This design comes from an exercise in tuning for a short achievable clock period and few clock cycles per item on the open sky130 flow, not from production work.
Function was checked by simulation only, so behaviour that the tests miss may differ from the original.
Power is estimated from default activity; no workload was simulated.

--- flow/run.sh ---
#!/bin/bash
# synth_recipe.tcl (not shown) runs the flow's synth.tcl, then flattens the netlist and writes it again
# the make line also repeats each setting of config.mk as NAME=value (left out here)
make -C /OpenROAD-flow-scripts/flow DESIGN_CONFIG=/design/flow/config.mk WORK_HOME=/design/flow/orfs CLKGATE_MAP_FILE= SYNTH_SCRIPT=/design/flow/synth_recipe.tcl finish
--- flow/constraint.sdc ---
create_clock -name core_clock -period 7.5 [get_ports {clk}]
set_input_delay 1.5000 -clock core_clock [delete_from_list [all_inputs] [get_ports {clk}]]
set_output_delay 1.5000 -clock core_clock [all_outputs]
set_load 0.01 [all_outputs]
--- flow/config.mk ---
export PLATFORM = sky130hd
export DESIGN_NAME = cache_wb
export DESIGN_NICKNAME = cache_wb
export VERILOG_FILES = /design/flow/design.v
export SDC_FILE = /design/flow/constraint.sdc
export NUM_CORES = 4
export LEC_CHECK = 0
export CAP_MARGIN = 20
export CORE_MARGIN = 2
export CORE_UTILIZATION = 40
export SLEW_MARGIN = 20
--- flow/design.v ---
package cache_pkg;
  typedef enum logic [2:0] {
    IDLE,
    LOOKUP,
    WRITEBACK,
    REFILL,
    RESP
  } state_t;
  localparam logic REQ_READ  = 1'b0;
  localparam logic REQ_WRITE = 1'b1;
  localparam int CNT_W = 16;
  function automatic logic [CNT_W-1:0] sat_inc(
    input logic [CNT_W-1:0] v
  );
    sat_inc = (&v) ? v : v + 1'b1;
  endfunction
endpackage
module cache_line_store #(
  parameter int DATA_W  = 32,
  parameter int INDEX_W = 6,
  parameter int TAG_W   = 6
) (
  input  logic               clk,
  input  logic               rst_n,
  input  logic [INDEX_W-1:0] rd_index,
  output logic               rd_valid,
  output logic               rd_dirty,
  output logic [TAG_W-1:0]   rd_tag,
  output logic [DATA_W-1:0]  rd_data,
  input  logic               wr_en,
  input  logic [INDEX_W-1:0] wr_index,
  input  logic [TAG_W-1:0]   wr_tag,
  input  logic [DATA_W-1:0]  wr_data,
  input  logic               wr_dirty
);
  localparam int LINES = 1 << INDEX_W;
  logic [LINES-1:0]  valid_q;
  logic [LINES-1:0]  dirty_q;
  logic [TAG_W-1:0]  tag_q  [LINES];
  logic [DATA_W-1:0] data_q [LINES];
  always_ff @(posedge clk or negedge rst_n) begin
    if (!rst_n) begin
      valid_q <= '0;
      dirty_q <= '0;
    end else if (wr_en) begin
      valid_q[wr_index] <= 1'b1;
      dirty_q[wr_index] <= wr_dirty;
    end
  end
  always_ff @(posedge clk) begin
    if (wr_en) begin
      tag_q[wr_index]  <= wr_tag;
      data_q[wr_index] <= wr_data;
    end
  end
  assign rd_valid = valid_q[rd_index];
  assign rd_dirty = dirty_q[rd_index];
  assign rd_tag   = tag_q[rd_index];
  assign rd_data  = data_q[rd_index];
endmodule
module cache_wb #(
  parameter int DATA_W  = 32,
  parameter int ADDR_W  = 12,
  parameter int INDEX_W = 6
) (
  input  logic              clk,
  input  logic              rst_n,
  input  logic              req_valid,
  output logic              req_ready,
  input  logic              req_we,
  input  logic [ADDR_W-1:0] req_addr,
  input  logic [DATA_W-1:0] req_wdata,
  output logic              rsp_valid,
  output logic [DATA_W-1:0] rsp_rdata,
  output logic              mem_valid,
  input  logic              mem_ready,
  output logic              mem_we,
  output logic [ADDR_W-1:0] mem_addr,
  output logic [DATA_W-1:0] mem_wdata,
  input  logic [DATA_W-1:0] mem_rdata,
  output logic [15:0]       hit_cnt,
  output logic [15:0]       miss_cnt
);
  localparam int TAG_W = ADDR_W - INDEX_W;
  cache_pkg::state_t state_q, state_d;
  logic              we_q;
  logic [ADDR_W-1:0] addr_q;
  logic [DATA_W-1:0] wdata_q;
  logic [DATA_W-1:0] rsp_q;
  logic [cache_pkg::CNT_W-1:0]  hit_q;
  logic [cache_pkg::CNT_W-1:0]  miss_q;
  logic [INDEX_W-1:0] idx;
  logic [TAG_W-1:0]   tag;
  logic               line_valid;
  logic               line_dirty;
  logic [TAG_W-1:0]   line_tag;
  logic [DATA_W-1:0]  line_data;
  logic               hit;
  logic               wr_en;
  logic               wr_dirty;
  logic [DATA_W-1:0]  wr_data;
  assign idx = addr_q[INDEX_W-1:0];
  assign tag = addr_q[ADDR_W-1:INDEX_W];
  assign hit = line_valid && (line_tag == tag);
  cache_line_store #(
    .DATA_W  (DATA_W),
    .INDEX_W (INDEX_W),
    .TAG_W   (TAG_W)
  ) u_store (
    .clk      (clk),
    .rst_n    (rst_n),
    .rd_index (idx),
    .rd_valid (line_valid),
    .rd_dirty (line_dirty),
    .rd_tag   (line_tag),
    .rd_data  (line_data),
    .wr_en    (wr_en),
    .wr_index (idx),
    .wr_tag   (tag),
    .wr_data  (wr_data),
    .wr_dirty (wr_dirty)
  );
  always_ff @(posedge clk or negedge rst_n) begin
    if (!rst_n) state_q <= cache_pkg::IDLE;
    else        state_q <= state_d;
  end
  always_comb begin
    state_d = state_q;
    case (state_q)
      cache_pkg::IDLE:
        if (req_valid) state_d = cache_pkg::LOOKUP;
      cache_pkg::LOOKUP:
        if (hit)
          state_d = cache_pkg::RESP;
        else if (line_valid && line_dirty)
          state_d = cache_pkg::WRITEBACK;
        else
          state_d = cache_pkg::REFILL;
      cache_pkg::WRITEBACK:
        if (mem_ready) state_d = cache_pkg::REFILL;
      cache_pkg::REFILL:
        if (mem_ready) state_d = cache_pkg::RESP;
      cache_pkg::RESP:
        state_d = cache_pkg::IDLE;
      default:
        state_d = cache_pkg::IDLE;
    endcase
  end
  always_comb begin
    req_ready = 1'b0;
    rsp_valid = 1'b0;
    mem_valid = 1'b0;
    mem_we    = 1'b0;
    mem_addr  = '0;
    mem_wdata = '0;
    case (state_q)
      cache_pkg::IDLE: req_ready = 1'b1;
      cache_pkg::WRITEBACK: begin
        mem_valid = 1'b1;
        mem_we    = 1'b1;
        mem_addr  = {line_tag, idx};
        mem_wdata = line_data;
      end
      cache_pkg::REFILL: begin
        mem_valid = 1'b1;
        mem_addr  = addr_q;
      end
      cache_pkg::RESP: rsp_valid = 1'b1;
      default: ;
    endcase
  end
  always_comb begin
    wr_en    = 1'b0;
    wr_data  = wdata_q;
    wr_dirty = 1'b1;
    case (state_q)
      cache_pkg::LOOKUP:
        wr_en = hit && (we_q == cache_pkg::REQ_WRITE);
      cache_pkg::REFILL: begin
        wr_en    = mem_ready;
        wr_dirty = (we_q == cache_pkg::REQ_WRITE);
        if (we_q == cache_pkg::REQ_READ) wr_data = mem_rdata;
      end
      default: ;
    endcase
  end
  always_ff @(posedge clk or negedge rst_n) begin
    if (!rst_n) begin
      we_q    <= cache_pkg::REQ_READ;
      addr_q  <= '0;
      wdata_q <= '0;
    end else if (state_q == cache_pkg::IDLE && req_valid) begin
      we_q    <= req_we;
      addr_q  <= req_addr;
      wdata_q <= req_wdata;
    end
  end
  always_ff @(posedge clk or negedge rst_n) begin
    if (!rst_n) begin
      rsp_q <= '0;
    end else if (state_q == cache_pkg::LOOKUP && hit) begin
      rsp_q <= (we_q == cache_pkg::REQ_WRITE) ? wdata_q : line_data;
    end else if (state_q == cache_pkg::REFILL && mem_ready) begin
      rsp_q <= wr_data;
    end
  end
  always_ff @(posedge clk or negedge rst_n) begin
    if (!rst_n) begin
      hit_q  <= '0;
      miss_q <= '0;
    end else if (state_q == cache_pkg::LOOKUP) begin
      if (hit) hit_q  <= cache_pkg::sat_inc(hit_q);
      else     miss_q <= cache_pkg::sat_inc(miss_q);
    end
  end
  assign rsp_rdata = rsp_q;
  assign hit_cnt   = hit_q;
  assign miss_cnt  = miss_q;
endmodule
==> metrics.csv <==
metric,value,unit
# DRC,0,
Synth Warn #,2,
fin. max-slew vios,0,
Setup Skew,0.0786,ns
clk root buf,clkbuf_16,
CTS Buf Count,275,
Synth cell types,82,
critical path launch point type,flop,
"EDFF count, synth",2432,
worst hold start,u_store.valid_q[59],
RSZ-0062 raised after global routing,false,
Hold Path Depth,1,
IO Count,193,
DP HPWL,205000,um
Via-to-Cell Ratio,6.45,
Hold Crit Class,flop to flop,
gpl congestion,0.913,
top cell family by delay on the critical path,simple AND/OR/NAND/NOR gates,
worst-margin pin slew,1.12,ns
share of cells above drive strength 1,15.0,%
# setup viols final,0,
CTS tree,done,
"area leader, netlist",edfxtp_1,
Critical Path Stages,11,
Critical Path Most Common Cell,buf_12,
initial antenna violation count,12,
setup TNS,0,ns
Vias,64049,
Leak Pwr,38.2,nW
clk buf depth,4,
worst-path cell chain,buf_4 -> nor3b_2 -> buf_12 -> buf_12 -> a221oi_1 -> a31oi_1 -> nor3_1 -> o211ai_1 -> nor4_1 -> nor2_1 -> clkdlybuf4s50_1,
global-route wire length before repair,489000,um
PwrDens,417,nW/um^2
Post-synth ARST share,8.98,%
worst stage delay on the critical path,0.83,ns
Crit path arrival time,5.65,ns
GRT Util Overall,26.9,%
largest net degree at the start of global routing,139,
crit-path max FO,68,
drt wl/cell,36.0,um
synthesized net count,6077,
Nets,6472,
status,timing/DRC/antenna clean,
cts repair resizes,0,
max frequency,0.140,GHz
R2R cell count,14,
max cap viols,0,
Core ar.,254000,sq um
DRT antenna net count,0,
Vert. Die Dim,509,um
GRT Residual Overflow,0,
Die X,509,um
post-synthesis sequential area ratio,77.4,%
most frequent cells in the layout,"edfxtp_1, a22oi_1, clkbuf_16, buf_4, mux2i_1",
cts-stage hold buffer count,0,
Avg Inst Size Synth,17.0,sq um
floorplan row count,185,
Sink Count,2672,
reg2reg start,addr_q[1],
"Top FF cell, synth",edfxtp_1,
die area,259000,sq um
drt first pass iters,9,
worst path bufs/invs,4,
Rel. slew slack,24.6,%
post-CTS setup buffers,0,
"flops & latches, synth",2672,
maximum VDD drop,0.000360,V
Syn-to-layout area delta,16.2,%
Iter 0 DRT Violations,12121,
mapped cell area,102000,sq um
CP required,6.00,ns
H-tree levels,5,
Routed WL,358000,um
Skew-Pair Late Insertion Delay,0.95,ns
Synth area leaders,"edfxtp_1, dfrtp_1, a22oi_1",
crit end category,output port,
Crit. Startpoint,addr_q[1],
"commonest non-fill, non-tap cell in the layout",edfxtp_1,
post-synth top area share,71.5,%
final period utilization,95.3,%
Cells after Synth,5990,
# port buffers,192,
CP max-delay cell,dfrtp_4,
Starting Density,40.2,%
fin crit period,7.15,ns
final hold viol count,0,
Worst-path clk slew,0.06,ns
critical path class,flop to output port,
number of fill cells,21224,
Tot Pwr,49.5,mW
number of global-route vias before repair,60157,
layer usage:
layer | routed length, um | vias up | GRT usage, % | part of all wire, %
met5 | 26 | - | 0 | 0.0073
met4 | 16400 | 4 | 11.1 | 4.6
met3 | 44400 | 774 | 6.18 | 12
met2 | 162000 | 4869 | 41.5 | 45
met1 | 135000 | 33003 | 36.8 | 38
li1 | - | 25399 | - | -
Yosys cell counts, types with 16 or more instances:
cell	number
mux2_2	135
nand4_1	66
xor2_1	23
a22o_1	142
edfxtp_1	2432
buf_1	71
o21ai_1	24
and3_1	30
nor3_1	34
nor4_1	24
a21o_1	39
dfrtp_1	240
nand3_1	83
o22ai_1	45
a221oi_1	230
clkbuf_1	177
a31oi_1	126
o21bai_1	17
o221ai_1	17
mux4_2	34
and2_1	29
nand2_1	176
buf_4	20
a41oi_1	16
a221o_1	20
buf_2	126
a21oi_1	133
a222oi_1	23
o211ai_1	28
a22oi_1	594
o21ai_0	133
nor2_1	255
mux2i_1	242
cells by family after synthesis:
family          after synthesis  synth area share, %
mux                         412                 4.62
xor+xnor                     37                0.317
flops                      2672                 77.4
compound gates             1683                 12.2
buf+inv                     417                 1.84
simple gates                763                 3.55
fa+ha+maj                     6               0.0735
area by class of cell:
cell class / instances / area [sq um] / share of cell area [%]
flip-flops and latches: 2672 / 79100 / 66.6
clock inverters: 109 / 923 / 0.778
multi-input cells: 2901 / 21900 / 18.4
inverters: 12 / 45.0 / 0.0380
well taps: 3366 / 4210 / 3.55
repair buffers: 523 / 5230 / 4.41
clock buffers: 347 / 7310 / 6.16
diodes: 7 / 17.5 / 0.0148
path summary, 6_finish.rpt:
check	to	slack [ns]
worst min register to register	u_store.valid_q[59]	0.45
worst min-delay path	u_store.valid_q[59]	0.45
worst max register to register	u_store.tag_q[23][2]	1.74
max in group asynchronous	addr_q[2]	5.67
worst max-delay path	mem_wdata[27]	0.35
min in group asynchronous	addr_q[11]	0.58
registers in the layout, summed over array words and instances, names as in the netlist:
name / flops
addr_q: 12
hit_q: 16
miss_q: 16
rsp_q: 32
state_q: 3
u_store.data_q: 2048
u_store.dirty_q: 64
u_store.tag_q: 384
u_store.valid_q: 64
wdata_q: 32
we_q: 1
stage by stage:
step | setup WS (ns) | utilization [%] | hold WS [ns] | cell area (sq um) | std cells
finish | 0.350 | 46.7 | 0.453 | 119000 | 9937
global route | 0.326 | 46.7 | 0.466 | 119000 | 9931
CTS | 0.513 | 46.7 | 0.453 | 119000 | 9930
detailed placement | 1.51 | 43.5 | 0.439 | 110000 | 9474
global placement | 1.44 | 43.5 | 0.433 | 110000 | 9473
floorplan | 2.47 | - | 0.422 | 102000 | 5990
report_power, final:
group          internal [mW]  switching (mW)
Sequential              19.4           0.487
Combinational           4.49            12.2
Clock                   7.41            5.53
Testbench counts, summed over its fixed seeds: cycles 48,730, requests 12,000.

port drivers added, routing unchanged:
The results above use ideal ports. As a check the final layout listed here was re-extracted and re-timed, cells and wires unchanged. Step 1 sets driving cells, clkbuf_16 on the clock port and buf_2 on the other inputs (assumed; they add their load-dependent delay and slew). Step 2 times the ports against the registers' clock, not the clock port: input delays grow and output delays shrink by t, the midpoint of the rising clock arrivals with the driver on. Slacks: ideal ports / drivers / drivers and shift; pairs: ideal ports / drivers.
t, ns: 1.018
setup slack, ns: 0.350 / 0.245 / 1.264
worst hold slack (ns): 0.453 / 0.453 / 0.453
After both steps setup and hold are still met in this run. The setup slack of this run moves by -0.105 ns with the drivers and by +0.914 ns with both steps.
